This is an optimization exercise on Yosys and OpenROAD, whose aim is small area, a short achievable clock period and few clock cycles, not a production implementation. At most, simulation tests tie the RTL to the original design; equivalence was not proved. No functional check of the RTL was part of run 3. Power figures rest on the tool's default switching activity, not on a simulated workload.

==> design/flow/design.v <==
package conceal_pkg;
    typedef enum logic [1:0] {
        SIZE_16 = 2'd0,
        SIZE_32 = 2'd1,
        SIZE_64 = 2'd2
    } packet_size_e;
    typedef enum logic [2:0] {
        SEQ_IDLE,
        SEQ_FETCH,
        SEQ_CHECK,
        SEQ_CONCEAL,
        SEQ_FINISH
    } seq_state_e;
    typedef enum logic [1:0] {
        PORT_IDLE,
        PORT_READ,
        PORT_AVERAGE,
        PORT_WRITE
    } port_state_e;
    typedef struct packed {
        logic                     cyc;
        logic                     stb;
        logic                     we;
        logic [16-1:0] adr;
        logic [8-1:0]      dat;
    } pix_wb_req_t;
    typedef struct packed {
        logic                ack;
        logic [8-1:0] dat;
    } pix_wb_rsp_t;
    typedef struct packed {
        logic               cyc;
        logic               stb;
        logic [8-1:0] adr;
    } flag_wb_req_t;
    typedef struct packed {
        logic               ack;
        logic [16-1:0] dat;
    } flag_wb_rsp_t;
    typedef struct packed {
        logic at_top;
        logic at_bottom;
        logic at_left;
        logic at_right;
    } edge_flags_t;
    typedef struct packed {
        logic [16-1:0] adr;
        edge_flags_t              edges;
    } conceal_job_t;
    typedef struct packed {
        logic [8-1:0] nw;
        logic [8-1:0] n;
        logic [8-1:0] ne;
        logic [8-1:0] w;
        logic [8-1:0] e;
        logic [8-1:0] sw;
        logic [8-1:0] s;
        logic [8-1:0] se;
    } neighbours_t;
endpackage
`timescale 1ns/1ps
module concealment_top (
    input  logic                     clock,
    input  logic                     reset,
    input  logic                     start,
    input  logic [1:0]               size,
    output logic                     done,
    output logic                     pix_cyc,
    output logic                     pix_stb,
    output logic                     pix_we,
    output logic [16-1:0] pix_adr,
    output logic [8-1:0]      pix_dat_w,
    input  logic                     pix_ack,
    input  logic [8-1:0]      pix_dat_r,
    output logic                     flag_cyc,
    output logic                     flag_stb,
    output logic [8-1:0]       flag_adr,
    input  logic                     flag_ack,
    input  logic [16-1:0]       flag_dat
);
    localparam logic [2:0] S_IDLE = 3'd0;
    localparam logic [2:0] S_FLAG = 3'd1;
    localparam logic [2:0] S_SCAN = 3'd2;
    localparam logic [2:0] S_BUS  = 3'd3;
    localparam logic [2:0] S_DONE = 3'd4;
    localparam logic [1:0] PH_A = 2'd0;
    localparam logic [1:0] PH_B = 2'd1;
    localparam logic [1:0] PH_M = 2'd2;
    localparam logic [1:0] R_T = 2'd0;
    localparam logic [1:0] R_B = 2'd1;
    localparam logic [1:0] R_M = 2'd2;
    logic [2:0]  st;
    logic [1:0]  size_q;
    logic [7:0]  line;
    logic [7:0]  fadr_q;     
    logic        tp, bp;     
    logic [15:0] segf;       
    logic        cyc_q, we_q, fcyc_q, done_q;
    logic [15:0] adr_q;
    logic        it_v;
    logic [1:0]  it_ph, it_row;
    logic [7:0]  rc;
    logic        rd_iss;     
    logic        tag_m, tag_pm, tag_first, tag_last;
    logic        ptag_m, ptag_pm, ptag_first, ptag_last;
    logic        ptag_tb, ptag_ev, ptag_wv;
    logic        proc_v;
    logic [7:0]  din;
    logic [8:0]  cs0, cs1, cs2;
    logic        cs2_ok;
    logic [7:0]  ev;
    logic        e_ok;
    logic [7:0]  wv;         
    logic        wpend;      
    logic        ops_act;
    logic [8:0]  pend;       
    logic        fin_e1, fin_e2;
    logic [9:0]  opnd_q;     
    logic        op_q, fin_q;
    logic [10:0] acc;
    logic [7:0]  pcw;        
    logic        eL, eR;     
    logic        eK, nL, nR;
    logic [8:0]  mask;
    logic        mask_e1, mask_e2;
    logic [8:0]  avail, sel;
    logic [5:0]  early;
    logic [9:0]  opnd;
    logic [10:0] acc_sum;
    logic        fin_now, op_now;
    logic [1:0]  wa, wb, wd, we_, wf;
    assign eK = !tp || !bp;
    assign nL  = fin_now ? 1'b0 : eL;
    assign nR  = fin_now ? (pcw == 8'd253) : eR;
    assign wa  = nL ? 2'd0 : ((eK && nR) ? 2'd2 : 2'd1);
    assign wb  = 2'd1 + 2'(eK || nL || nR) + 2'(eK && (nL || nR));
    assign wd  = nR ? 2'd0 : ((eK && nL) ? 2'd2 : 2'd1);
    assign we_ = nL ? 2'd0 : (2'd1 + 2'(eK || nR) + 2'(eK && nR));
    assign wf  = nR ? 2'd0 : (2'd1 + 2'(eK || nL) + 2'(eK && nL));
    assign mask    = {wf == 2'd3, wd[1], wd[0], we_[1], we_[0], wb[1], wb[0], wa[1], wa[0]};
    assign mask_e1 = (wf == 2'd1);
    assign mask_e2 = wf[1];
    assign avail = pend & {e_ok, cs2_ok, cs2_ok, 6'b111111};
    assign fin_now = ops_act && (pend == 9'd0) && (e_ok || !(fin_e1 || fin_e2)) && !wpend;
    assign op_now  = (avail != 9'd0);
    always_comb begin
        sel = 9'd0;
        for (int i = 8; i >= 0; i = i - 1) begin
            if (avail[i]) sel = 9'(1) << i;
        end
    end
    always_comb begin
        opnd = ({10{sel[0]}} & {1'b0, cs0})
             | ({10{sel[1]}} & {cs0, 1'b0})
             | ({10{sel[2]}} & {1'b0, cs1})
             | ({10{sel[3]}} & {cs1, 1'b0})
             | ({10{sel[4]}} & {2'b0, wv})
             | ({10{sel[5]}} & {1'b0, wv, 1'b0})
             | ({10{sel[6]}} & {1'b0, cs2})
             | ({10{sel[7]}} & {cs2, 1'b0})
             | ({10{sel[8] || (fin_now && fin_e1)}} & {2'b0, ev})
             | ({10{fin_now && fin_e2}} & {1'b0, ev, 1'b0});
    end
    assign acc_sum = acc + 11'(opnd_q);
    assign early   = pend[5:0];
    logic [3:0]  first_seg;
    logic        any_seg;
    logic [15:0] seg_exp;
    logic [15:0] seg_done;
    logic [1:0]  first_row;
    logic        need_mid;
    logic        nr_valid;
    logic [1:0]  nr;
    logic        it_first, it_last;
    logic        cont;
    logic [7:0]  rc_inc, c0, c0_m1;
    logic [7:0]  line_m1, line_p1, rd_line;
    logic        slot_free, w_inflight, wreq, rd_guard, rd_ok, rd_go, run_done;
    logic        ld_now, start_ops;
    always_comb begin
        first_seg = 4'd0;
        for (int i = 15; i >= 0; i = i - 1) begin
            if (segf[i]) first_seg = 4'(i);
        end
    end
    assign any_seg = (segf != 16'd0);
    always_comb begin
        for (int i = 0; i < 16; i = i + 1) begin
            case (size_q)
                2'd1:    seg_exp[i] = flag_dat[15 - i / 2];
                2'd2:    seg_exp[i] = flag_dat[15 - i / 4];
                default: seg_exp[i] = flag_dat[15 - i];
            endcase
            seg_done[i] = (4'(i) <= rc[7:4]);
        end
    end
    assign first_row = tp ? R_T : R_B;
    assign need_mid  = (it_ph != PH_B);
    always_comb begin
        nr_valid = 1'b0;
        nr       = R_M;
        case (it_row)
            R_T: begin
                if (bp) begin
                    nr_valid = 1'b1;
                    nr       = R_B;
                end else begin
                    nr_valid = need_mid;
                end
            end
            R_B:     nr_valid = need_mid;
            default: nr_valid = 1'b0;
        endcase
    end
    assign it_first = (it_row == first_row);
    assign it_last  = (it_row == R_B) || (it_row == R_T && !bp);
    assign rc_inc  = rc + 8'd1;
    assign c0      = {first_seg, 4'd0};
    assign c0_m1   = {first_seg - 4'd1, 4'hf};
    assign line_m1 = line - 8'd1;
    assign line_p1 = line + 8'd1;
    assign rd_line = (it_row == R_T) ? line_m1 : (it_row == R_B) ? line_p1 : line;
    assign cont    = (rc[3:0] != 4'd0) || segf[rc[7:4]];
    assign slot_free  = !cyc_q || pix_ack;
    assign w_inflight = cyc_q && we_q;
    assign wreq       = (wpend && !w_inflight) || fin_q;
    assign rd_guard   = (it_ph == PH_M) && it_first && ops_act
                      && ((early & (early - 6'd1)) != 6'd0);
    assign rd_ok      = (st == S_BUS) && it_v && !rd_guard;
    assign rd_go      = !wreq && rd_ok;
    assign run_done   = pix_ack && w_inflight && !it_v && !ops_act;
    assign ptag_tb   = !ptag_m;
    assign ptag_ev   = ptag_m && ptag_pm;
    assign ptag_wv   = ptag_m && !ptag_pm;
    assign ld_now    = proc_v && ptag_tb;
    assign start_ops = (ld_now && ptag_first && ptag_pm)
                     || (fin_now && pcw == 8'd253);
    always_ff @(posedge clock or negedge reset) begin
        if (!reset) begin
            st      <= S_IDLE;
            cyc_q   <= 1'b0;
            fcyc_q  <= 1'b0;
            done_q  <= 1'b0;
            wpend   <= 1'b0;
            ops_act <= 1'b0;
            proc_v  <= 1'b0;
            e_ok    <= 1'b0;
            cs2_ok  <= 1'b0;
            it_v    <= 1'b0;
            rd_iss  <= 1'b0;
            op_q    <= 1'b0;
            fin_q   <= 1'b0;
        end else begin
            done_q <= 1'b0;
            proc_v <= pix_ack && cyc_q && !we_q;
            op_q   <= op_now && ops_act;
            fin_q  <= fin_now;
            if (slot_free) begin
                cyc_q  <= wreq || rd_ok;
                rd_iss <= rd_go;
            end else begin
                rd_iss <= 1'b0;
            end
            if (fin_now) begin
                ops_act <= 1'b0;
                e_ok    <= 1'b0;
            end
            if (fin_q) begin
                wpend <= 1'b1;
            end
            if (start_ops) begin
                ops_act <= 1'b1;
            end
            if (ld_now && ptag_pm) begin
                cs2_ok <= ptag_last;
            end
            if (proc_v && ptag_ev) begin
                e_ok <= 1'b1;
            end
            if (pix_ack && w_inflight) begin
                wpend <= 1'b0;
            end
            if (rd_iss && !nr_valid && it_ph == PH_M && !(cont && rc != 8'd255)) begin
                it_v <= 1'b0;
            end
            case (st)
                S_IDLE: begin
                    if (start) begin
                        fcyc_q <= 1'b1;
                        st     <= S_FLAG;
                    end
                end
                S_FLAG: begin
                    if (flag_ack) begin
                        fcyc_q <= 1'b0;
                        st     <= S_SCAN;
                    end
                end
                S_SCAN: begin
                    wpend   <= 1'b0;
                    ops_act <= 1'b0;
                    e_ok    <= 1'b0;
                    if (!any_seg) begin
                        if (!bp) begin
                            done_q <= 1'b1;
                            st     <= S_DONE;
                        end else begin
                            fcyc_q <= 1'b1;
                            st     <= S_FLAG;
                        end
                    end else begin
                        it_v <= 1'b1;
                        st   <= S_BUS;
                    end
                end
                S_BUS: begin
                    if (run_done) st <= S_SCAN;
                end
                default: begin
                    st <= S_IDLE;
                end
            endcase
        end
    end
    always_ff @(posedge clock) begin
        if (slot_free) begin
            we_q      <= wreq;
            adr_q     <= wreq ? {line, pcw} : {rd_line, rc};
            tag_m     <= (it_row == R_M);
            tag_pm    <= (it_ph == PH_M);
            tag_first <= it_first;
            tag_last  <= it_last;
        end
        din        <= pix_dat_r;
        ptag_m     <= tag_m;
        ptag_pm    <= tag_pm;
        ptag_first <= tag_first;
        ptag_last  <= tag_last;
        if (st == S_IDLE && start) begin
            size_q <= size;
            line   <= 8'd0;
            fadr_q <= 8'd0;
            tp     <= 1'b0;
            bp     <= 1'b1;
        end
        if (st == S_FLAG) begin
            segf <= seg_exp;
        end
        if (st == S_SCAN) begin
            acc  <= 11'd0;
            pend <= 9'd0;
            pcw  <= c0_m1;
            eL   <= (first_seg == 4'd0);
            eR   <= 1'b0;
            if (!any_seg) begin
                if (bp) begin
                    line   <= line_p1;
                    fadr_q <= line_p1;
                    tp     <= 1'b1;
                    bp   <= (line_p1 != 8'd239);
                end
            end else begin
                it_row <= first_row;
                if (first_seg != 4'd0) begin
                    it_ph <= PH_A;
                    rc    <= c0_m1;
                end else begin
                    it_ph <= PH_B;
                    rc    <= c0;
                end
            end
        end
        if (rd_iss) begin
            if (nr_valid) begin
                it_row <= nr;
            end else begin
                it_row <= first_row;
                if (it_ph == PH_A) begin
                    it_ph <= PH_B;
                    rc    <= rc_inc;
                end else if (it_ph == PH_B) begin
                    it_ph <= PH_M;
                    rc    <= rc_inc;
                end else if (cont && rc != 8'd255) begin
                    rc <= rc_inc;
                end else begin
                    segf <= segf & ~seg_done;
                end
            end
        end
        if (proc_v) begin
            if (ptag_wv) wv <= din;
            if (ptag_ev) ev <= din;
        end
        if (ld_now) begin
            cs2 <= (ptag_first ? 9'd0 : cs2) + 9'(din);
            if (ptag_first) begin
                cs0 <= cs1;
                cs1 <= cs2;
            end
        end
        opnd_q <= opnd;
        if (fin_now) begin
            pcw <= pcw + 8'd1;
            eL  <= 1'b0;
            eR  <= (pcw == 8'd253);
            if (pcw == 8'd253) begin
                cs0 <= cs1;
                cs1 <= cs2;
            end
        end else if (op_now && ops_act) begin
            pend <= pend & ~sel;
        end
        if (start_ops) begin
            pend   <= mask;
            fin_e1 <= mask_e1;
            fin_e2 <= mask_e2;
        end
        if (fin_q) begin
            wv  <= acc_sum[10:3];
            acc <= 11'd0;
        end else if (op_q) begin
            acc <= acc_sum;
        end
    end
    assign done      = done_q;
    assign pix_cyc   = cyc_q;
    assign pix_stb   = cyc_q;
    assign pix_we    = we_q;
    assign pix_adr   = adr_q;
    assign pix_dat_w = wv;
    assign flag_cyc  = fcyc_q;
    assign flag_stb  = fcyc_q;
    assign flag_adr  = fadr_q;
endmodule
==> design/flow/flow/run.sh <==
#!/bin/bash
set -euo pipefail
export SETUP_SLACK_MARGIN=6.2
bash standard.sh > standard.log 2>&1
==> design/flow/standard.sh <==
#!/bin/bash
# synth_recipe.tcl (not shown) runs the flow's synth.tcl, then flattens the netlist and writes it again
# the make line also repeats each setting of config.mk as NAME=value (left out here)
make -C /OpenROAD-flow-scripts/flow DESIGN_CONFIG=/design/flow/config.mk WORK_HOME=/design/flow/orfs CLKGATE_MAP_FILE= SYNTH_SCRIPT=/design/flow/synth_recipe.tcl "${@:-finish}"
==> design/flow/config.mk <==
export PLATFORM = sky130hd
export DESIGN_NAME = concealment_top
export DESIGN_NICKNAME = concealment_top
export VERILOG_FILES = /design/flow/design.v
export SDC_FILE = /design/flow/constraint.sdc
export NUM_CORES = 4
export LEC_CHECK = 0
export CAP_MARGIN = 20
export CORE_MARGIN = 2
export CORE_UTILIZATION = 40
export CTS_CLUSTER_SIZE = 50
export SLEW_MARGIN = 20
==> design/flow/constraint.sdc <==
create_clock -name core_clock -period 9.0 [get_ports {clock}]
set_input_delay 1.8000 -clock core_clock [delete_from_list [all_inputs] [get_ports {clock}]]
set_output_delay 1.8000 -clock core_clock [all_outputs]
set_load 0.01 [all_outputs]
==> results of run 1 <==
metrics by stage:
| step | cell area (um^2) | hold slack [ps] | total power [mW] | instances | util [%] |
|---|---|---|---|---|---|
| floorplan | 9270 | 323 | 2.04 | 958 | - |
| global placement | 10100 | 325 | 2.34 | 1267 | 44.6 |
| detailed placement | 10100 | 327 | 2.36 | 1267 | 44.6 |
| CTS | 10700 | 343 | 3.14 | 1312 | 47.1 |
| global route | 10800 | 350 | 3.34 | 1317 | 47.5 |
| finish | 10800 | 342 | 3.14 | 1317 | 47.5 |
worst register-to-register path: cells and delay by family (launching register included):
| kind | cells | cell delay [ps] |
|---|---|---|
| AOI/OAI and AO/OA | 4 | 1110 |
| and+or+nand+nor | 1 | 210 |
| DFF | 1 | 610 |
| muxes | 2 | 620 |
power by group through the flow:
stage               registers, mW  clock network, mW  logic, mW
floorplan                    1.26                  0      0.779
CTS                          1.33              0.785       1.02
global route                 1.37              0.819       1.15
finish                       1.34              0.771       1.03
global placement             1.35                  0      0.988
detailed placement           1.36                  0       1.00
sequential cells by signal, summed over array words and instances, names as in the netlist, 2 cells and up:
register and count:
cs2 9, ev 8, fadr_q 8, din 8, it_ph 2, wv 8
pcw 8, pend 9, st 3, line 8, rc 8, it_row 2
adr_q 16, cs1 9, acc 11, opnd_q 10, segf 16, cs0 9
size_q 2
cell families after synthesis:
kind of cell,after synthesis,share of synthesized area (%)
adder cells (fa/ha/maj),37,5.13
AO/OA/AOI/OAI,238,17.5
XOR/XNOR,38,3.59
AND/OR/NAND/NOR,333,17.7
buffers and inverters,84,3.78
flip-flops,181,46.5
multiplexers,47,5.82
cell type report:
| class | count | area, um^2 | area share [%] |
|---|---|---|---|
| sequential | 181 | 4320 | 40.1 |
| clock buffer | 20 | 468 | 4.34 |
| tap | 285 | 357 | 3.31 |
| multi-input combinational | 693 | 4660 | 43.3 |
| timing repair buffer | 92 | 703 | 6.52 |
| clock inverter | 12 | 139 | 1.29 |
| inverter | 34 | 128 | 1.18 |
path summary, 6_finish.rpt:
path,end,slack [ps],depth (start not counted),start
setup / recovery,pix_dat_w[3],6140,1,wv[3]
hold / removal,ptag_m,340,0,tag_m
setup reg to reg,rc[4],6340,7,rc[4]
hold reg to reg,ptag_m,340,0,tag_m
max in group asynchronous,cyc_q,6680,1,reset
min in group asynchronous,fcyc_q,1800,1,reset
per-layer routing:
| metal | up-vias | track usage (%) |
|---|---|---|
| met1 | 3464 | 23.7 |
| met2 | 188 | 32.3 |
| li1 | 3612 | - |
| met5 | - | 0 |
| met3 | 24 | 4.24 |
| met4 | 0 | 5.11 |
cells in the mapped netlist, types with 12 or more instances:
master / instances / area [um^2]
nand3_1: 38 / 190
a21oi_1: 43 / 215
nor2b_1: 20 / 125
clkbuf_1: 39 / 146
edfxtp_1: 61 / 1830
a221oi_1: 12 / 105
dfxtp_1: 105 / 2100
mux2_2: 35 / 394
xnor2_1: 29 / 254
a21o_1: 13 / 97.6
inv_1: 33 / 124
o21ai_0: 66 / 330
nor2_1: 79 / 297
a22oi_1: 20 / 150
nor3_1: 19 / 95.1
and3_1: 15 / 93.8
nand2_1: 97 / 364
ha_1: 34 / 425
dfrtp_1: 15 / 375
nand2b_1: 19 / 119
repair_timing:
action	in CTS	in global routing
gates cloned	0	0
setup endpoints to repair	112	86
pin swaps	1	0
setup buffers	13	5
hold buffers	0	0
gates resized for setup	161	22
==> impl_metrics.tcl, run 1 <==
set metrics [dict create \
    clock_latency_ps 430 \
    diodes 0 \
    wl_per_cell_um 16.9 \
    final_common_cell "nand2_1" \
    initial_core_util_pct 40.8 \
    grt_start_max_net_pins 26 \
    rsz0062_at_grt "true" \
    remaining_drc_errors 0 \
    crit_family "flip-flops" \
    num_rows 55 \
    async_flop_share_pct 8.29 \
    num_vias 7288 \
    fill_cells 2199 \
    hold_viol_final 0 \
    setup_slack_ps 6140 \
    endpoint_kind "primary output" \
    final-max-slew-violation-count 0 \
    ios 69 \
    area_delta_synth_final_pct 16.3 \
    cts_max_level 4 \
    p_int_mw 2.03 \
    overflow 0 \
    final_cell_mix "nand2_1 (97), dfxtp_1 (96), nor2_1 (78)" \
    leakagePower_nw 4.24 \
    required_ps 7200 \
    p_sw_mw 1.11 \
    grt.total_usage_pct 18.8 \
    routed_wl_mm 22.3 \
    slowest_stage "edfxtp_1" \
    fmax_mhz 350 \
    critPathArrivalTime_ps 1060 \
    fp.coreArea_mm2 0.0227 \
    grt_first_pass_wirelength_mm 36.4 \
    syn-num-nets 1025 \
    tightestPinTransition_ps 1020 \
    place_ws_ps 5380 \
    p_comb_share_pct 32.9 \
    cts.sinks 181 \
    die_h_um 156 \
    dieWidth_um 156 \
    hp-class "reg2reg" \
    nNetsFinal 1086 \
    drive_above_1_share_pct 16.4 \
    viasPerCell 5.53 \
    post_synth.cell_area_avg_um2 9.68 \
    yosysSeqAreaShare_pct 46.5 \
    port_buffers 68 \
    power_frac_clock_pct 24.5 \
    synth_flop_cell "dfxtp_1" \
    dpl.hpwl_mm 16.1 \
    dieArea_mm2 0.0244 \
    met3_length_mm 1.05 \
    path_clk_slew_ps 70 \
    path_cells "buf_6" \
    antenna_found_initial 0 \
    netlist-cell-type-count 74 \
    drt_iter0_markers 553 \
    crit_type "reg2out" \
    critPathLaunchType "flop" \
    status "complete, no violations" \
    seqPwrFrac_pct 42.6 \
    path_max_fanout 2 \
    fin_crit_sh_pct 31.7 \
    slew_headroom_pct 31.8 \
    place_congestion 0.840 \
    ys_warn_count 1 \
    cts_tree "yes" \
    ant_nets 0 \
    pwr_density_cell_mw_per_mm2 291 \
    wl_met2_mm 10.9 \
    finalSetupTns_ps 0 \
    setup_viol 0 \
    synth_edf_count 61 \
    maxCapViolCount 0 \
    numCtsBuffers 17 \
    critPathMaxStageDelay_ps 470 \
    netlist_instances 958 \
    ys_ff_latch 181 \
    met1_length_mm 9.95 \
    vdd_drop_max_uv 127 \
    worstPathBufferInverterCount 1 \
    root_buffer "clkbuf_16" \
    cts_max_path_buffers 2 \
    switching_share_pct 35.4 \
    grt_pass1_vias 7215 \
    fin_worst_skew_ps 10.5 \
    firstDrtPassIters 5 \
    synthesis.area_mm2 0.00927 \
    post-route-min-period_ps 2860 \
    top_layer_used "met4" \
]
Testbench counts, summed over its fixed seeds: cycles 709,561.
==> run 2, diff against run 1 <==
--- a/design/flow/config.mk
+++ b/design/flow/config.mk
@@ -8,5 +8,4 @@
 export CAP_MARGIN = 20
 export CORE_MARGIN = 2
 export CORE_UTILIZATION = 40
-export CTS_CLUSTER_SIZE = 50
 export SLEW_MARGIN = 20
==> run 2 against run 1 <==
Against the previous run:
- area after synthesis did not move
- clock power hardly changed
- sequential power barely moved
- flip-flop and latch count did not move
==> impl_metrics.tcl, run 2 <==
set metrics [dict create \
    status "complete, no violations" \
    netlist-cell-type-count 74 \
    rsz0062_at_grt "true" \
    pwr_density_cell_mw_per_mm2 291 \
    hp-class "reg2reg" \
    grt_start_max_net_pins 26 \
    ys_ff_latch 181 \
    regToRegStartpoint "rc[4]" \
    leakagePower_nw 4.24 \
    antenna_found_initial 0 \
    final_cell_mix "nand2_1 (97), dfxtp_1 (96), nor2_1 (78)" \
    finalSetupTns_ps 0 \
    critPathMaxStageDelay_ps 470 \
    ant_nets 0 \
    hold_viol_final 0 \
    top_regs "adr_q x16, segf x16, acc x11" \
    path_cells "buf_6" \
    place_congestion 0.840 \
    cts_max_path_buffers 2 \
    synth.most_common_cell "dfxtp_1" \
    final-max-slew-violation-count 0 \
    setup_slack_ps 6140 \
    power_frac_clock_pct 24.5 \
    path_max_fanout 2 \
    dieArea_mm2 0.0244 \
    crit_family "flip-flops" \
    crit_type "reg2out" \
    maxCapViolCount 0 \
    post-route-min-period_ps 2860 \
    dpl.hpwl_mm 16.1 \
    fin_cells 1317 \
    slowest_stage "edfxtp_1" \
    fin_worst_skew_ps 10.5 \
    r2r_cells 7 \
    die_h_um 156 \
    diodes 0 \
    p_comb_share_pct 32.9 \
    synthTopCellsByCount "dfxtp_1 (105), nand2_1 (97), nor2_1 (79), o21ai_0 (66), edfxtp_1 (61)" \
    crit_start "wv[3]" \
    total_power_mw 3.14 \
    switching_share_pct 35.4 \
    remaining_drc_errors 0 \
    nNetsFinal 1086 \
    wl_per_cell_um 16.9 \
    critPathLaunchType "flop" \
    p_sw_mw 1.11 \
    cts_tree "yes" \
    holdPathStages 0 \
    critPathArrivalTime_ps 1060 \
    dpl.cell_count 1267 \
    final_common_cell "nand2_1" \
    p_int_mw 2.03 \
    seqPwrFrac_pct 42.6 \
    required_ps 7200 \
    fmax_mhz 350 \
    place_ws_ps 5380 \
    routed_wl_mm 22.3 \
    firstDrtPassIters 5 \
    final_util_pct 47.5 \
    dieWidth_um 156 \
    overflow 0 \
    port_buffers 68 \
    ys_warn_count 1 \
    initial_core_util_pct 40.8 \
    area_delta_synth_final_pct 16.3 \
    slew_headroom_pct 31.8 \
    tightestPinTransition_ps 1020 \
    synth_edf_count 61 \
    post_synth.cell_area_avg_um2 9.68 \
    viasPerCell 5.53 \
    path_depth 1 \
    netlist_instances 958 \
    grt_pass1_vias 7215 \
    path_clk_slew_ps 70 \
    synthesis.area_mm2 0.00927 \
    clock_latency_ps 430 \
    num_vias 7288 \
    fin_crit_sh_pct 31.7 \
    setup_viol 0 \
    grt.total_usage_pct 18.8 \
    async_flop_share_pct 8.29 \
    endpoint_kind "primary output" \
    fp.coreArea_mm2 0.0227 \
    cts_max_level 4 \
    root_buffer "clkbuf_16" \
    grt_first_pass_wirelength_mm 36.4 \
    vdd_drop_max_uv 127 \
    yosysSeqAreaShare_pct 46.5 \
    synth_top_area_cell "dfxtp_1" \
    drive_above_1_share_pct 16.4 \
    cts.sinks 181 \
    drt_iter0_markers 553 \
    syn-num-nets 1025 \
    hold_buffers 0 \
    netlist_top_cells_area "dfxtp_1 (23%), edfxtp_1 (20%), ha_1 (4.6%), mux2_2 (4.3%), dfrtp_1 (4.0%)" \
    min_from "tag_m" \
    num_rows 55 \
    r2r_slack_ps 6340 \
    synth_flop_cell "dfxtp_1" \
    synth_top_area_share_pct 22.7 \
    ios 69 \
    numCtsBuffers 17 \
    worstPathBufferInverterCount 1 \
]
## run 2: cell counts after synthesis
No cell type changed its count.
## run 2: path summary, 6_finish.rpt
| check | endpoint |
|---|---|
| worst max register to register | rc[4] |
| worst min-delay path | ptag_m |
| worst max-delay path | pix_dat_w[3] |
| max in group asynchronous | cyc_q |
| worst min register to register | ptag_m |
| min in group asynchronous | fcyc_q |
## run 2: what timing repair did
item,CTS,global route
endpoints found under the setup margin,112,86
setup buffers,13,5
gates resized for setup,161,22
pin swaps,1,0
## run 2: logic make-up after synthesis
| family | after synthesis | share of synthesized area (%) |
|---|---|---|
| AND/OR/NAND/NOR | 333 | 17.7 |
| buffers and inverters | 84 | 3.78 |
| AO/OA/AOI/OAI | 238 | 17.5 |
| XOR/XNOR | 38 | 3.59 |
| multiplexers | 47 | 5.82 |
| adder cells (fa/ha/maj) | 37 | 5.13 |
| flip-flops | 181 | 46.5 |
## run 2: stage by stage
step	cell area (um^2)	hold WS [ps]
6_report	10800	342
5_1_grt	10800	350
4_1_cts	10700	343
3_5_place_dp	10100	327
3_3_place_gp	10100	325
2_1_floorplan	9270	323
## run 2: final cells by class
type / instances / area, um^2
clock buffer: 20 / 468
clock inverter: 12 / 139
fill: 2199 / 11900
inverter: 34 / 128
multi-input combinational: 693 / 4660
sequential: 181 / 4320
tap: 285 / 357
timing repair buffer: 92 / 703
## run 2: power by group through the flow
| stage | combinational, mW | sequential (mW) | clock [mW] |
|---|---|---|---|
| global route | 1.15 | 1.37 | 0.819 |
| detailed placement | 1.00 | 1.36 | 0 |
| global placement | 0.988 | 1.35 | 0 |
| finish | 1.03 | 1.34 | 0.771 |
| floorplan | 0.779 | 1.26 | 0 |
| CTS | 1.02 | 1.33 | 0.785 |
## run 2: routing by layer
| metal | GRT usage [%] | part of all wire (%) |
|---|---|---|
| met3 | 4.24 | 4.7 |
| met5 | 0 | 0 |
| met2 | 32.3 | 49 |
| met4 | 5.11 | 1.7 |
| met1 | 23.7 | 45 |
==> run 3, diff against run 2 <==
--- a/design/flow/design.v
+++ b/design/flow/design.v
@@ -228,7 +228,7 @@
                       && ((early & (early - 6'd1)) != 6'd0);
     assign rd_ok      = (st == S_BUS) && it_v && !rd_guard;
     assign rd_go      = !wreq && rd_ok;
-    assign run_done   = pix_ack && w_inflight && !it_v && !ops_act;
+    assign run_done   = slot_free && wreq && !it_v && !ops_act && (st == S_BUS);
     assign ptag_tb   = !ptag_m;
     assign ptag_ev   = ptag_m && ptag_pm;
     assign ptag_wv   = ptag_m && !ptag_pm;
@@ -285,6 +285,7 @@
             end
             case (st)
                 S_IDLE: begin
+                    wpend <= 1'b0;
                     if (start) begin
                         fcyc_q <= 1'b1;
                         st     <= S_FLAG;
@@ -297,13 +298,14 @@
                     end
                 end
                 S_SCAN: begin
-                    wpend   <= 1'b0;
                     ops_act <= 1'b0;
                     e_ok    <= 1'b0;
                     if (!any_seg) begin
                         if (!bp) begin
-                            done_q <= 1'b1;
-                            st     <= S_DONE;
+                            if (!cyc_q) begin
+                                done_q <= 1'b1;
+                                st     <= S_DONE;
+                            end
                         end else begin
                             fcyc_q <= 1'b1;
                             st     <= S_FLAG;
==> run 3 against run 2 <==
Against the previous run:
- still clean on timing, DRC and antenna
- cell area is 1.4% higher
- non-clock buffer count is 5 lower
- clock power is 3.0% lower
- area after synthesis is 1.1% higher
- flip-flop and latch count stayed put
- cell count is 4.6% higher
- sequential share of layout area is 0.52 points lower
- clock skew is 4.7 ps higher
- largest cell class unchanged
- largest power group unchanged
==> impl_metrics.tcl, run 3 <==
set metrics [dict create \
    synthTopCellsByCount "nand2_1 (119), dfxtp_1 (105), nor2_1 (81), o21ai_0 (68), edfxtp_1 (61)" \
    dieWidth_um 157 \
    netlist_instances 986 \
    fill_cells 2288 \
    cts_tree "yes" \
    grt_start_max_net_pins 26 \
    final_area_mm2 0.0109 \
    die_h_um 157 \
    cts.sinks 181 \
    fmax_mhz 345 \
    fin_cells 1377 \
    final_cell_mix "nand2_1 (118), dfxtp_1 (93), nor2_1 (80)" \
    ant_nets 0 \
    path_depth 1 \
    synth_edf_count 61 \
    grt_pass1_vias 7236 \
    final-max-slew-violation-count 0 \
    endpoint_kind "primary output" \
    post_synth.cell_area_avg_um2 9.51 \
    slew_headroom_pct 36.9 \
    leakagePower_nw 4.45 \
    initial_core_util_pct 40.3 \
    cts_max_path_buffers 2 \
    path_max_fanout 3 \
    ios 69 \
    async_flop_share_pct 8.29 \
    port_buffers 68 \
    crit_type "reg2out" \
    hp-class "reg2reg" \
    numCtsBuffers 17 \
    required_ps 7200 \
    synth.most_common_cell "nand2_1" \
    nNetsFinal 1110 \
    synth_top_area_share_pct 22.4 \
    dieArea_mm2 0.0247 \
    dpl_cell_area_mm2 0.0103 \
    routed_wl_mm 23.0 \
    pwr_density_cell_mw_per_mm2 302 \
    fin_worst_skew_ps 15.2 \
    worstPathBufferInverterCount 1 \
    wl_per_cell_um 16.7 \
    path_cells "buf_2" \
    rsz0062_at_grt "true" \
    cts_max_level 4 \
    ys_ff_latch 181 \
    yosysSeqAreaShare_pct 46.0 \
    post-route-min-period_ps 2900 \
    area.sequential_mm2 0.00433 \
    netlist_top_cells_area "dfxtp_1 (22%), edfxtp_1 (20%), nand2_1 (4.8%), ha_1 (4.5%), dfrtp_1 (4.0%)" \
    viasPerCell 5.48 \
    root_buffer "clkbuf_16" \
    num_vias 7545 \
    synth_top_area_cell "dfxtp_1" \
    area_delta_synth_final_pct 16.6 \
    regToRegStartpoint "opnd_q[0]" \
    num_rows 56 \
    ys_warn_count 1 \
    overflow 0 \
    crit_end "pix_dat_w[7]" \
    path_clk_slew_ps 70 \
    place_congestion 0.838 \
    setup_viol 0 \
    multi_input_area_mm2 0.00482 \
    holdPathStages 0 \
    crit_start "wv[7]" \
    r2r_cells 9 \
    r2r_slack_ps 6350 \
    slowest_stage "edfxtp_1" \
    syn-num-nets 1053 \
    vdd_drop_max_uv 149 \
    grt_first_pass_wirelength_mm 37.4 \
    crit_family "flip-flops" \
    critPathArrivalTime_ps 1100 \
    drt_iter0_markers 495 \
    r2r-end "wv[7]" \
    dpl.hpwl_mm 16.6 \
    hold_viol_final 0 \
    fin_crit_sh_pct 32.2 \
    maxCapViolCount 0 \
    netlist-cell-type-count 80 \
    dpl.cell_count 1327 \
    finalSetupTns_ps 0 \
    remaining_drc_errors 0 \
    clock_latency_ps 440 \
    antenna_found_initial 1 \
    critPathMaxStageDelay_ps 480 \
    tightestPinTransition_ps 945 \
    synth_flop_cell "dfxtp_1" \
    fp.coreArea_mm2 0.0233 \
    drive_above_1_share_pct 15.1 \
    critPathLaunchType "flop" \
    status "complete, no violations" \
    firstDrtPassIters 7 \
    synthesis.area_mm2 0.00938 \
    top_regs "adr_q x16, segf x16, acc x11" \
    final_common_cell "nand2_1" \
    grt.total_usage_pct 19.2 \
]
run 3: changes by cell type in the layout (fill, tap and decap cells not counted), sizes merged, moves of 7 or more:
cell,before,now
xnor2,29,20
xor2,9,18
nand2,97,120
a21oi,45,52
nor3,20,12
run 3: layer usage:
metal / global-route usage [%] / share of wire (%)
met3: 3.47 / 5.1
met4: 6.32 / 2.0
met1: 25.8 / 46
met5: 0 / 0
met2: 31.4 / 47
run 3: report_power, final:
part	switching (mW)	leakage, nW	total [mW]	internal, mW
logic	0.676	2.55	1.18	0.505
clock network	0.371	0.295	0.748	0.377
registers	0.248	1.60	1.38	1.13
total	1.30	4.45	3.30	2.01
run 3: stage by stage:
step	setup WS (ps)	hold WS (ps)	utilization, %	power [mW]
after CTS	6060	346	46.6	3.31
after detailed placement	5210	329	44.2	2.56
after floorplan	6200	323	-	2.18
after global routing	6060	351	47.0	3.54
after global placement	5260	325	44.2	2.55
final	6100	344	47.0	3.30
run 3: cells by family (layout without fill, tap and decap cells):
group,after synthesis,in the layout,synth area share (%)
compound gates,255,255,18.1
xor+xnor,38,38,3.55
fa+ha+maj,37,37,5.07
buf+inv,82,151,3.60
flops,181,181,46.0
mux,38,38,4.86
other cells,0,2,0
simple gates,355,356,18.9
run 3: final cells by class:
| class | count | area share, % |
|---|---|---|
| Antenna cell | 2 | 0.0458 |
| Clock buffer | 17 | 3.89 |
| Clock inverter | 15 | 1.64 |
| Inverter | 32 | 1.12 |
| Multi-Input combinational cell | 724 | 44.1 |
| Sequential cell | 181 | 39.6 |
| Tap cell | 319 | 3.65 |
| Timing Repair Buffer | 87 | 5.99 |
run 3: worst min path at each step:
| stage | start | endpoint | slack, ps |
|---|---|---|---|
| final | tag_m | ptag_m | 340 |
| after global routing | tag_m | ptag_m | 350 |
| after CTS | tag_m | ptag_m | 350 |
| after detailed placement | tag_m | ptag_m | 330 |
| after global placement | tag_first | ptag_first | 320 |
| after floorplan | tag_first | ptag_first | 320 |
run 3: repair_timing:
action	CTS	global route
pin swaps	0	1
hold buffers	0	0
cloned	0	1
buffers inserted	11	4
setup endpoints to repair	54	40
gates resized for setup	168	15
==> run 4, diff against run 3 <==
--- a/design/flow/design.v
+++ b/design/flow/design.v
@@ -92,17 +92,17 @@
     logic [2:0]  st;
     logic [1:0]  size_q;
     logic [7:0]  line;
-    logic [7:0]  fadr_q;     
     logic        tp, bp;     
     logic [15:0] segf;       
     logic        cyc_q, we_q, fcyc_q, done_q;
     logic [15:0] adr_q;
     logic        it_v;
     logic [1:0]  it_ph, it_row;
+    logic        it_pm1;     
     logic [7:0]  rc;
     logic        rd_iss;     
-    logic        tag_m, tag_pm, tag_first, tag_last;
-    logic        ptag_m, ptag_pm, ptag_first, ptag_last;
+    logic        tag_m, tag_pm, tag_first, tag_last, tag_c1;
+    logic        ptag_m, ptag_pm, ptag_first, ptag_last, ptag_c1;
     logic        ptag_tb, ptag_ev, ptag_wv;
     logic        proc_v;
     logic [7:0]  din;
@@ -116,11 +116,11 @@
     logic [8:0]  pend;       
     logic        fin_e1, fin_e2;
     logic [9:0]  opnd_q;     
-    logic        op_q, fin_q;
+    logic        fin_q;
     logic [10:0] acc;
     logic [7:0]  pcw;        
     logic        eL, eR;     
-    logic        eK, nL, nR;
+    logic        eK, nL, nR, start1;
     logic [8:0]  mask;
     logic        mask_e1, mask_e2;
     logic [8:0]  avail, sel;
@@ -130,8 +130,8 @@
     logic        fin_now, op_now;
     logic [1:0]  wa, wb, wd, we_, wf;
     assign eK = !tp || !bp;
-    assign nL  = fin_now ? 1'b0 : eL;
-    assign nR  = fin_now ? (pcw == 8'd253) : eR;
+    assign nL  = start1 ? (rc == 8'd1) : (fin_now ? 1'b0 : eL);
+    assign nR  = start1 ? 1'b0 : (fin_now ? (pcw == 8'd253) : eR);
     assign wa  = nL ? 2'd0 : ((eK && nR) ? 2'd2 : 2'd1);
     assign wb  = 2'd1 + 2'(eK || nL || nR) + 2'(eK && (nL || nR));
     assign wd  = nR ? 2'd0 : ((eK && nL) ? 2'd2 : 2'd1);
@@ -175,7 +175,8 @@
     logic        cont;
     logic [7:0]  rc_inc, c0, c0_m1;
     logic [7:0]  line_m1, line_p1, rd_line;
-    logic        slot_free, w_inflight, wreq, rd_guard, rd_ok, rd_go, run_done;
+    logic        slot_free, w_inflight, wreq, rd_guard, rd_hold, rd_ok, rd_go, run_done;
+    logic        srch, init_it;
     logic        ld_now, start_ops;
     always_comb begin
         first_seg = 4'd0;
@@ -224,15 +225,18 @@
     assign slot_free  = !cyc_q || pix_ack;
     assign w_inflight = cyc_q && we_q;
     assign wreq       = (wpend && !w_inflight) || fin_q;
-    assign rd_guard   = (it_ph == PH_M) && it_first && ops_act
-                      && ((early & (early - 6'd1)) != 6'd0);
-    assign rd_ok      = (st == S_BUS) && it_v && !rd_guard;
+    assign rd_guard   = it_first && ops_act && ((early & (early - 6'd1)) != 6'd0);
+    assign rd_hold    = (it_ph == PH_A) && (it_row == R_M) && (ops_act || wpend || fin_q);
+    assign rd_ok      = (st == S_BUS) && it_v && !rd_guard && !rd_hold;
     assign rd_go      = !wreq && rd_ok;
     assign run_done   = slot_free && wreq && !it_v && !ops_act && (st == S_BUS);
+    assign srch       = (st == S_BUS) && !it_v && !rd_iss && any_seg;
+    assign init_it    = ((st == S_SCAN) && any_seg) || srch;
     assign ptag_tb   = !ptag_m;
     assign ptag_ev   = ptag_m && ptag_pm;
     assign ptag_wv   = ptag_m && !ptag_pm;
     assign ld_now    = proc_v && ptag_tb;
+    assign start1    = ld_now && ptag_first && ptag_c1;
     assign start_ops = (ld_now && ptag_first && ptag_pm)
                      || (fin_now && pcw == 8'd253);
     always_ff @(posedge clock or negedge reset) begin
@@ -248,12 +252,10 @@
             cs2_ok  <= 1'b0;
             it_v    <= 1'b0;
             rd_iss  <= 1'b0;
-            op_q    <= 1'b0;
             fin_q   <= 1'b0;
         end else begin
             done_q <= 1'b0;
             proc_v <= pix_ack && cyc_q && !we_q;
-            op_q   <= op_now && ops_act;
             fin_q  <= fin_now;
             if (slot_free) begin
                 cyc_q  <= wreq || rd_ok;
@@ -316,6 +318,7 @@
                     end
                 end
                 S_BUS: begin
+                    if (srch) it_v <= 1'b1;
                     if (run_done) st <= S_SCAN;
                 end
                 default: begin
@@ -332,44 +335,40 @@
             tag_pm    <= (it_ph == PH_M);
             tag_first <= it_first;
             tag_last  <= it_last;
+            tag_c1    <= it_pm1;
         end
         din        <= pix_dat_r;
         ptag_m     <= tag_m;
         ptag_pm    <= tag_pm;
         ptag_first <= tag_first;
         ptag_last  <= tag_last;
+        ptag_c1    <= tag_c1;
         if (st == S_IDLE && start) begin
             size_q <= size;
             line   <= 8'd0;
-            fadr_q <= 8'd0;
             tp     <= 1'b0;
             bp     <= 1'b1;
         end
         if (st == S_FLAG) begin
             segf <= seg_exp;
         end
-        if (st == S_SCAN) begin
-            acc  <= 11'd0;
+        if (st == S_IDLE) begin
             pend <= 9'd0;
-            pcw  <= c0_m1;
-            eL   <= (first_seg == 4'd0);
-            eR   <= 1'b0;
-            if (!any_seg) begin
-                if (bp) begin
-                    line   <= line_p1;
-                    fadr_q <= line_p1;
-                    tp     <= 1'b1;
-                    bp   <= (line_p1 != 8'd239);
-                end
+        end
+        if (st == S_SCAN && !any_seg && bp) begin
+            line   <= line_p1;
+            tp     <= 1'b1;
+            bp     <= (line_p1 != 8'd239);
+        end
+        if (init_it) begin
+            it_row <= first_row;
+            it_pm1 <= 1'b0;
+            if (first_seg != 4'd0) begin
+                it_ph <= PH_A;
+                rc    <= c0_m1;
             end else begin
-                it_row <= first_row;
-                if (first_seg != 4'd0) begin
-                    it_ph <= PH_A;
-                    rc    <= c0_m1;
-                end else begin
-                    it_ph <= PH_B;
-                    rc    <= c0;
-                end
+                it_ph <= PH_B;
+                rc    <= c0;
             end
         end
         if (rd_iss) begin
@@ -381,10 +380,12 @@
                     it_ph <= PH_B;
                     rc    <= rc_inc;
                 end else if (it_ph == PH_B) begin
-                    it_ph <= PH_M;
-                    rc    <= rc_inc;
+                    it_ph  <= PH_M;
+                    it_pm1 <= 1'b1;
+                    rc     <= rc_inc;
                 end else if (cont && rc != 8'd255) begin
-                    rc <= rc_inc;
+                    it_pm1 <= 1'b0;
+                    rc     <= rc_inc;
                 end else begin
                     segf <= segf & ~seg_done;
                 end
@@ -413,15 +414,22 @@
         end else if (op_now && ops_act) begin
             pend <= pend & ~sel;
         end
+        if (start1) begin
+            pcw <= rc - 8'd2;
+            eL  <= (rc == 8'd1);
+            eR  <= 1'b0;
+        end
         if (start_ops) begin
             pend   <= mask;
             fin_e1 <= mask_e1;
             fin_e2 <= mask_e2;
         end
         if (fin_q) begin
-            wv  <= acc_sum[10:3];
+            wv <= acc_sum[10:3];
+        end
+        if (fin_q || st == S_IDLE) begin
             acc <= 11'd0;
-        end else if (op_q) begin
+        end else begin
             acc <= acc_sum;
         end
     end
@@ -433,5 +441,5 @@
     assign pix_dat_w = wv;
     assign flag_cyc  = fcyc_q;
     assign flag_stb  = fcyc_q;
-    assign flag_adr  = fadr_q;
+    assign flag_adr  = line;
 endmodule
--- a/design/flow/config.mk
+++ b/design/flow/config.mk
@@ -8,4 +8,6 @@
 export CAP_MARGIN = 20
 export CORE_MARGIN = 2
 export CORE_UTILIZATION = 40
+export CTS_CLUSTER_DIAMETER = 200
+export CTS_CLUSTER_SIZE = 40
 export SLEW_MARGIN = 20
==> run 4 against run 3 <==
Against the previous run:
- setup slack better by 11 ps
- sequential power up 7%
- cell count down 7.1%
- clock skew down 5.7 ps
- count of clock-buffer cells in the layout up 1
- critical endpoint is now flag_adr[7]
- flip-flop and latch count down 6
- wire length down 2.6%
- sequential share of layout area up 0.55 points
- via count down 6.7%
- cell area down 2.4%
==> impl_metrics.tcl, run 4 <==
set metrics [dict create \
    finalSetupTns_ps 0 \
    fin_worst_skew_ps 9.55 \
    dpl.hpwl_mm 15.8 \
    nNetsFinal 1051 \
    slowest_stage "edfxtp_1" \
    overflow 0 \
    async_flop_share_pct 8.00 \
    grt_start_max_net_pins 28 \
    grt_first_pass_wirelength_mm 36.0 \
    remaining_drc_errors 0 \
    critPathMaxStageDelay_ps 470 \
    dieWidth_um 155 \
    netlist_instances 910 \
    final_cell_mix "dfxtp_1 (88), nor2_1 (74), nand2_1 (71)" \
    die_h_um 155 \
    initial_core_util_pct 40.6 \
    final-max-slew-violation-count 0 \
    setup_slack_ps 6110 \
    path_cells "buf_2" \
    top_regs "adr_q x16, segf x16, acc x11" \
    place_congestion 0.835 \
    drt_iter0_markers 549 \
    synth_top_area_cell "edfxtp_1" \
    setup_viol 0 \
    critPathLaunchType "flop" \
    ys_ff_latch 175 \
    synthTopCellsByCount "dfxtp_1 (91), nor2_1 (74), nand2_1 (73), edfxtp_1 (70), o21ai_0 (55)" \
    cts_max_level 4 \
    final_util_pct 47.4 \
    crit_family "flip-flops" \
    hold_buffers 0 \
    grt.total_usage_pct 19.0 \
    required_ps 7200 \
    vdd_drop_max_uv 144 \
    area_delta_synth_final_pct 16.9 \
    dieArea_mm2 0.0240 \
    port_buffers 68 \
    status "complete, no violations" \
    netlist-cell-type-count 84 \
    wl_per_cell_um 17.5 \
    cts_tree "yes" \
    grt_pass1_vias 6834 \
    diodes 0 \
    leakagePower_nw 4.23 \
    cts_max_path_buffers 2 \
    synth_flop_cell "dfxtp_1" \
    tightestPinTransition_ps 992 \
    critPathArrivalTime_ps 1090 \
    path_max_fanout 2 \
    place_ws_ps 5290 \
    drive_above_1_share_pct 16.4 \
    post_synth.cell_area_avg_um2 10.0 \
    ys_warn_count 1 \
    maxCapViolCount 0 \
    num_vias 7036 \
    crit_type "reg2out" \
    endpoint_kind "primary output" \
    syn-num-nets 980 \
    routed_wl_mm 22.4 \
    ant_nets 0 \
    cts.sinks 175 \
    viasPerCell 5.50 \
    path_clk_slew_ps 70 \
    synthesis.area_mm2 0.00913 \
    ios 69 \
    synth.most_common_cell "dfxtp_1" \
    fin_crit_sh_pct 32.1 \
    worstPathBufferInverterCount 1 \
    slew_headroom_pct 33.3 \
    hp-class "reg2reg" \
    netlist_top_cells_area "edfxtp_1 (23%), dfxtp_1 (20%), ha_1 (5.1%), dfrtp_1 (3.8%), nor2_1 (3.0%)" \
    firstDrtPassIters 6 \
    rsz0062_at_grt "true" \
    fp.coreArea_mm2 0.0225 \
    post-route-min-period_ps 2890 \
    num_rows 55 \
    clock_latency_ps 440 \
    pwr_density_cell_mw_per_mm2 338 \
    synth_edf_count 70 \
    numCtsBuffers 17 \
    final_common_cell "dfxtp_1" \
    yosysSeqAreaShare_pct 46.8 \
    hold_viol_final 0 \
    synth_top_area_share_pct 23.0 \
    fmax_mhz 346 \
    root_buffer "clkbuf_16" \
    antenna_found_initial 0 \
]
-- run 4: path summary, 6_finish.rpt --
path	from	endpoint	slack, ps	cells after the start
max	line[7]	flag_adr[7]	6110	1
min	tag_c1	ptag_c1	350	0
max reg2reg	proc_v	pend[2]	6330	9
min reg2reg	tag_c1	ptag_c1	350	0
max in group asynchronous	reset	cyc_q	6660	1
min in group asynchronous	reset	proc_v	1810	1
-- run 4: kinds of logic (layout without fill, tap and decap cells) --
logic type,Yosys count,after routing,share of synthesized area [%]
flops,175,175,46.8
mux,45,45,6.06
compound gates,226,226,16.9
fa+ha+maj,40,40,5.62
simple gates,298,299,16.8
xor+xnor,41,41,3.93
buf+inv,85,168,3.89
-- run 4: power breakdown --
part           switching [mW]  internal (mW)  leakage, nW
registers               0.327           1.15         1.60
clock network           0.328          0.443        0.300
logic                   0.704          0.655         2.34
total                    1.36           2.25         4.23
-- run 4: metrics by stage --
| stage | hold WS (ps) | cells | area, um^2 | power [mW] |
|---|---|---|---|---|
| after floorplan | 323 | 910 | 9150 | 2.43 |
| after global placement | 324 | 1222 | 10000 | 2.82 |
| after detailed placement | 331 | 1222 | 10000 | 2.84 |
| after CTS | 346 | 1274 | 10600 | 3.60 |
| after global routing | 346 | 1279 | 10700 | 3.87 |
| final | 346 | 1279 | 10700 | 3.61 |
-- run 4: layout make-up --
cell class	instances	area, um^2
fillers	2113	11800
multi-input cells	651	4560
flip-flops and latches	175	4280
repair buffers	95	713
clock buffers	18	429
well taps	285	357
clock inverters	14	180
inverters	41	154
-- run 4: repair_timing --
action	4_1_cts	5_1_grt
pin swaps	0	2
gates cloned	1	0
setup buffers	19	5
gates resized for setup	161	12
setup endpoints to repair	73	59
-- run 4: layer usage --
| layer | wire [um] | GRT usage, % |
|---|---|---|
| met4 | 335 | 5.82 |
| met2 | 10000 | 29.7 |
| met3 | 1130 | 3.15 |
| met1 | 10900 | 27.2 |
| met5 | 0 | 0 |
Testbench counts of run 4, summed over its fixed seeds: cycles 702,652.
==> run 5, diff against run 4 <==
--- a/design/flow/config.mk
+++ b/design/flow/config.mk
@@ -8,6 +8,4 @@
 export CAP_MARGIN = 20
 export CORE_MARGIN = 2
 export CORE_UTILIZATION = 40
-export CTS_CLUSTER_DIAMETER = 200
-export CTS_CLUSTER_SIZE = 40
 export SLEW_MARGIN = 20
==> run 5 against run 4 <==
Against the previous run:
- via count did not move
- clock skew did not move
- combinational power barely moved
- setup slack did not move
- area after synthesis did not move
- critical path depth did not move
- count of clock-buffer cells in the layout did not move
- largest power group unchanged
- highest routed layer unchanged
==> impl_metrics.tcl, run 5 <==
set metrics [dict create \
    status "complete, no violations" \
    ios 69 \
    fill_cells 2113 \
    synth_top_area_share_pct 23.0 \
    setup_viol 0 \
    async_flop_share_pct 8.00 \
    crit_family "flip-flops" \
    hold_buffers 0 \
    hold_viol_final 0 \
    fin_crit_sh_pct 32.1 \
    rsz0062_at_grt "true" \
    remaining_drc_errors 0 \
    multi_input_area_mm2 0.00456 \
    pwr_density_cell_mw_per_mm2 338 \
    grt_first_pass_wirelength_mm 36.0 \
    ys_ff_latch 175 \
    final_common_cell "dfxtp_1" \
    grt_start_max_net_pins 28 \
    path_max_fanout 2 \
    leakagePower_nw 4.23 \
    critPathMaxStageDelay_ps 470 \
    top_regs "adr_q x16, segf x16, acc x11" \
    diodes 0 \
    path_depth 1 \
    drt_iter0_markers 549 \
    synth_top_area_cell "edfxtp_1" \
    final_cell_mix "dfxtp_1 (88), nor2_1 (74), nand2_1 (71)" \
    holdPathStages 0 \
    required_ps 7200 \
    overflow 0 \
    routed_wl_mm 22.4 \
    die_h_um 155 \
    cts_tree "yes" \
    total_power_mw 3.61 \
    hold_end "ptag_c1" \
    synth_edf_count 70 \
    grt.total_usage_pct 19.0 \
    critPathArrivalTime_ps 1090 \
    dieWidth_um 155 \
    place_congestion 0.835 \
    synth_compound_area_share_pct 16.9 \
    root_buffer "clkbuf_16" \
    synth_top_family_by_area "compound AO/OA/AOI/OAI gates" \
    hp-class "reg2reg" \
    path_cells "buf_2" \
    endpoint_kind "primary output" \
    vdd_drop_max_uv 144 \
    nNetsFinal 1051 \
    yosysSeqAreaShare_pct 46.8 \
    ys_warn_count 1 \
    p_int_mw 2.25 \
    antenna_found_initial 0 \
    num_rows 55 \
    fin_worst_skew_ps 9.55 \
    synthXorXnorAreaFrac_pct 3.93 \
    cts.sinks 175 \
    finalSetupTns_ps 0 \
    slowest_stage "edfxtp_1" \
    p_comb_share_pct 37.7 \
    ant_nets 0 \
    cts_max_path_buffers 2 \
    port_buffers 68 \
    r2r_cells 9 \
    min_from "tag_c1" \
    synth-simple-area-share_pct 16.8 \
    muxShareOfSynthArea_pct 6.06 \
    netlist_instances 910 \
    maxCapViolCount 0 \
    area.sequential_mm2 0.00428 \
    dpl.hpwl_mm 15.8 \
    synthTopCellsByCount "dfxtp_1 (91), nor2_1 (74), nand2_1 (73), edfxtp_1 (70), o21ai_0 (55)" \
    syn-num-nets 980 \
    synth.most_common_cell "dfxtp_1" \
    p_sw_mw 1.36 \
    r2r_slack_ps 6330 \
    grt_pass1_vias 6834 \
    path_clk_slew_ps 70 \
    tightestPinTransition_ps 992 \
    post-route-min-period_ps 2890 \
    clock_latency_ps 440 \
    final_util_pct 47.4 \
    netlist-cell-type-count 84 \
    num_vias 7036 \
    firstDrtPassIters 6 \
    switching_share_pct 37.7 \
    initial_core_util_pct 40.6 \
    drive_above_1_share_pct 16.4 \
    final-max-slew-violation-count 0 \
    seqPwrFrac_pct 41.0 \
    crit_type "reg2out" \
    critPathLaunchType "flop" \
    r2r-end "pend[2]" \
    post_synth.cell_area_avg_um2 10.0 \
    synthesis.area_mm2 0.00913 \
    regToRegStartpoint "proc_v" \
    synth_flop_cell "dfxtp_1" \
    numCtsBuffers 17 \
    fmax_mhz 346 \
    wl_per_cell_um 17.5 \
    viasPerCell 5.50 \
    holdWs_ps 346 \
    fp.coreArea_mm2 0.0225 \
    cts_max_level 4 \
    power_frac_clock_pct 21.4 \
    worstPathBufferInverterCount 1 \
    synth_fa_ha_area_share_pct 5.62 \
    netlist_top_cells_area "edfxtp_1 (23%), dfxtp_1 (20%), ha_1 (5.1%), dfrtp_1 (3.8%), nor2_1 (3.0%)" \
    dieArea_mm2 0.0240 \
    area_delta_synth_final_pct 16.9 \
    slew_headroom_pct 33.3 \
]
run 5: power by group through the flow:
stage | logic, mW | registers [mW] | clock network (mW)
CTS | 1.35 | 1.47 | 0.786
floorplan | 1.09 | 1.33 | 0
detailed placement | 1.35 | 1.49 | 0
global placement | 1.33 | 1.49 | 0
global route | 1.53 | 1.52 | 0.818
finish | 1.36 | 1.48 | 0.772
run 5: worst max path at each step:
stage / from / end / slack, ps
4_1_cts: proc_v / pend[2] / 6100
3_5_place_dp: pix_ack / st[0] / 5290
2_1_floorplan: pix_ack / st[0] / 6050
3_3_place_gp: pix_ack / st[0] / 5360
5_1_grt: line[7] / flag_adr[7] / 6090
6_report: line[7] / flag_adr[7] / 6110
run 5: logic make-up (layout without fill, tap and decap cells):
group	count (synthesis)	after routing
compound gates	226	226
xor+xnor	41	41
fa+ha+maj	40	40
buf+inv	85	168
flops	175	175
mux	45	45
simple gates	298	299
run 5: layout make-up:
cell class / instances / area share, %
clock buffer: 18 / 4.02
clock inverter: 14 / 1.69
inverter: 41 / 1.44
multi-input combinational: 651 / 42.7
sequential: 175 / 40.1
tap: 285 / 3.34
timing repair buffer: 95 / 6.68
run 5: per-layer routing:
metal | vias to the layer above | track usage [%] | wire (um)
li1 | 3476 | - | -
met1 | 3352 | 27.2 | 10900
met2 | 182 | 29.7 | 10000
met3 | 26 | 3.15 | 1130
met4 | 0 | 5.82 | 335
met5 | - | 0 | 0
run 5: metrics by stage:
| step | cell area, um^2 | cells | setup WS, ps |
|---|---|---|---|
| floorplan | 9150 | 910 | 6050 |
| global placement | 10000 | 1222 | 5360 |
| detailed placement | 10000 | 1222 | 5290 |
| CTS | 10600 | 1274 | 6100 |
| global route | 10700 | 1279 | 6090 |
| finish | 10700 | 1279 | 6110 |
run 5: what timing repair did:
action                                  4_1_cts  5_1_grt
endpoints found under the setup margin       73       59
buffers inserted                             19        5
gates cloned                                  1        0
pin swaps                                     0        2
gates resized for setup                     161       12
==> run 6, diff against run 5 <==
--- a/design/flow/config.mk
+++ b/design/flow/config.mk
@@ -8,4 +8,5 @@
 export CAP_MARGIN = 20
 export CORE_MARGIN = 2
 export CORE_UTILIZATION = 40
+export CTS_BUF_LIST = sky130_fd_sc_hd__clkbuf_8
 export SLEW_MARGIN = 20
==> run 6 against run 5 <==
Against the previous run:
- register-to-register slack better by 20 ps
- utilization shrank 0.87 points
- clock skew is 3.2 ps higher
- via count about the same
- area after synthesis unchanged
- non-clock buffer count fell by 1
- critical path depth unchanged
- count of clock-buffer cells in the layout shrank 1
- total power shrank 5.4%
- clock power fell by 25%
- global-route usage about the same
==> impl_metrics.tcl, run 6 <==
set metrics [dict create \
    antenna_found_initial 0 \
    critPathLaunchType "flop" \
    cts_tree "yes" \
    synth_top_area_cell "edfxtp_1" \
    fin_worst_skew_ps 12.7 \
    maxCapViolCount 0 \
    synth.most_common_cell "dfxtp_1" \
    port_buffers 68 \
    hold_viol_final 0 \
    netlist-cell-type-count 84 \
    viasPerCell 5.51 \
    grt_first_pass_wirelength_mm 36.0 \
    num_vias 7037 \
    synthesis.area_mm2 0.00913 \
    clock_latency_ps 470 \
    path_max_fanout 2 \
    num_rows 55 \
    synth_top_area_share_pct 23.0 \
    dpl.hpwl_mm 15.8 \
    path_clk_slew_ps 100 \
    crit_type "reg2out" \
    overflow 0 \
    drive_above_1_share_pct 16.4 \
    pwr_density_cell_mw_per_mm2 326 \
    path_cells "buf_2" \
    regToRegStartpoint "rc[7]" \
    setup_viol 0 \
    wl_met2_mm 10.0 \
    synth_edf_count 70 \
    met3_length_mm 1.11 \
    dieArea_mm2 0.0240 \
    nNetsFinal 1050 \
    ys_ff_latch 175 \
    required_ps 7200 \
    netlist_top_cells_area "edfxtp_1 (23%), dfxtp_1 (20%), ha_1 (5.1%), dfrtp_1 (3.8%), nor2_1 (3.0%)" \
    fp.coreArea_mm2 0.0225 \
    critPathArrivalTime_ps 1110 \
    syn-num-nets 980 \
    root_buffer "clkbuf_8" \
    dieWidth_um 155 \
    top_layer_used "met4" \
    hp-class "reg2reg" \
    crit_start "wv[7]" \
    async_flop_share_pct 8.00 \
    routed_wl_mm 22.4 \
    cts.sinks 175 \
    die_h_um 155 \
    slowest_stage "edfxtp_1" \
    endpoint_kind "primary output" \
    final_util_pct 46.6 \
    ios 69 \
    hold_buffers 0 \
    worstPathBufferInverterCount 1 \
    seqPwrFrac_pct 43.2 \
    power_frac_clock_pct 17.0 \
    ys_warn_count 1 \
    setup_slack_ps 6090 \
    final_cell_mix "dfxtp_1 (88), nor2_1 (74), nand2_1 (71)" \
    post_synth.cell_area_avg_um2 10.0 \
    remaining_drc_errors 0 \
    area_delta_synth_final_pct 14.8 \
    status "complete, no violations" \
    total_power_mw 3.41 \
    yosysSeqAreaShare_pct 46.8 \
    final-max-slew-violation-count 0 \
    wl_per_cell_um 17.5 \
    diodes 0 \
    firstDrtPassIters 6 \
    grt_start_max_net_pins 28 \
    vdd_drop_max_uv 115 \
    netlist_instances 910 \
    top_regs "adr_q x16, segf x16, acc x11" \
    cts_max_level 4 \
    finalSetupTns_ps 0 \
    leakagePower_nw 4.15 \
    numCtsBuffers 17 \
    p_sw_mw 1.33 \
    post-route-min-period_ps 2910 \
    drt_iter0_markers 557 \
    place_ws_ps 5290 \
    p_comb_share_pct 39.8 \
    synth_flop_cell "dfxtp_1" \
    rsz0062_at_grt "true" \
    final_common_cell "dfxtp_1" \
    cts_max_path_buffers 2 \
    fill_cells 2146 \
    place_congestion 0.835 \
    fmax_mhz 343 \
    crit_family "flip-flops" \
    met1_length_mm 11.0 \
    grt_pass1_vias 6842 \
    slew_headroom_pct 31.7 \
    critPathMaxStageDelay_ps 470 \
    grt.total_usage_pct 19.0 \
    min_from "tag_c1" \
    ant_nets 0 \
    fin_crit_sh_pct 32.4 \
    p_int_mw 2.08 \
    switching_share_pct 39.0 \
    tightestPinTransition_ps 1020 \
    initial_core_util_pct 40.6 \
    synthTopCellsByCount "dfxtp_1 (91), nor2_1 (74), nand2_1 (73), edfxtp_1 (70), o21ai_0 (55)" \
]
==> run 6: changes by cell type in the layout (fill, tap and decap cells not counted) <==
cell	delta
clkbuf_16	-17
o21ai_0	+1
clkdlybuf4s15_1	-1
clkbuf_8	+17
o21ai_1	-2
buf_4	-1
clkdlybuf4s50_1	+1
o21ai_2	+1
inv_1	+1
clkbuf_1	-1
==> run 6: through the flow <==
step                      hold WS (ps)  area [um^2]  std cells
after global routing               346        10500       1278
after CTS                          352        10400       1274
after global placement             324        10000       1222
final                              350        10500       1278
after detailed placement           331        10000       1222
after floorplan                    323         9150        910
==> run 6: final timing paths <==
path,endpoint,slack [ps],cells past startpoint
setup reg to reg,rc[6],6350,7
min in group asynchronous,proc_v,1790,1
hold reg to reg,ptag_c1,350,0
setup / recovery,pix_dat_w[7],6090,1
max in group asynchronous,cyc_q,6670,1
hold / removal,ptag_c1,350,0
==> run 6: timing repair <==
item,in CTS,in global routing
endpoints found under the hold margin,0,0
pin swaps,0,4
setup endpoints to repair,66,62
buffers inserted,19,4
cloned,1,0
resized for setup,163,8
==> run 6: logic make-up (layout without fill, tap and decap cells) <==
family	Yosys count	after routing	synth area share, %
AOI/OAI and AO/OA	226	226	16.9
xor gates and xnor gates	41	41	3.93
adders and majority gates	40	40	5.62
buffers and inverters	85	167	3.89
DFF	175	175	46.8
muxes	45	45	6.06
and+or+nand+nor	298	299	16.8
==> run 6: cell type report <==
| cell class | instances | area [um^2] | share of cell area [%] |
|---|---|---|---|
| clock buffers | 17 | 234 | 2.23 |
| well taps | 285 | 357 | 3.40 |
| clock inverters | 15 | 184 | 1.76 |
| flip-flops and latches | 175 | 4280 | 40.9 |
| multi-input cells | 651 | 4560 | 43.5 |
| repair buffers | 94 | 706 | 6.74 |
| inverters | 41 | 154 | 1.47 |
==> run 6: power groups by stage <==
stage | Combinational (mW) | Sequential, mW | Clock, mW
finish | 1.36 | 1.48 | 0.580
global placement | 1.33 | 1.49 | 0
CTS | 1.35 | 1.47 | 0.597
global route | 1.53 | 1.52 | 0.632
detailed placement | 1.35 | 1.49 | 0
floorplan | 1.09 | 1.33 | 0
==> run 6: per-layer routing <==
layer  global-route usage, %  up-vias
met2                    29.9      176
li1                        -     3469
met3                    3.65       24
met4                    4.89        0
met1                    27.1     3368
met5                       0        -

==> port drivers added, routing unchanged <==
How much do the figures lean on ideal ports? The routed layouts below were timed once more, with nothing changed but the port constraints.
Step 1 assumes that a clkbuf_16 drives the clock port and a buf_2 every other input.
Step 2, shift: input delay + t, output delay - t, t = (earliest + latest rising clock arrival at the registers) / 2. This alone moves slack from input paths to output paths.
a / b / c = ideal ports / drivers / drivers and shift; a / b = the first two.
run	t, ns	setup slack, ns	worst setup path after step 2
run 1	0.472	6.144 / 6.096 / 5.834	input to register
run 2	0.472	6.144 / 6.096 / 5.834	input to register
run 3	0.480	6.098 / 6.054 / 5.888	input to register
run 4	0.478	6.109 / 6.064 / 5.873	input to register
run 5	0.478	6.109 / 6.064 / 5.873	input to register
run 6	0.503	6.085 / 6.042 / 5.773	input to register
After both steps every run listed still meets setup and hold. The setup slack of run 6, which loses most, moves by -0.043 ns with the drivers and by -0.312 ns with both steps.
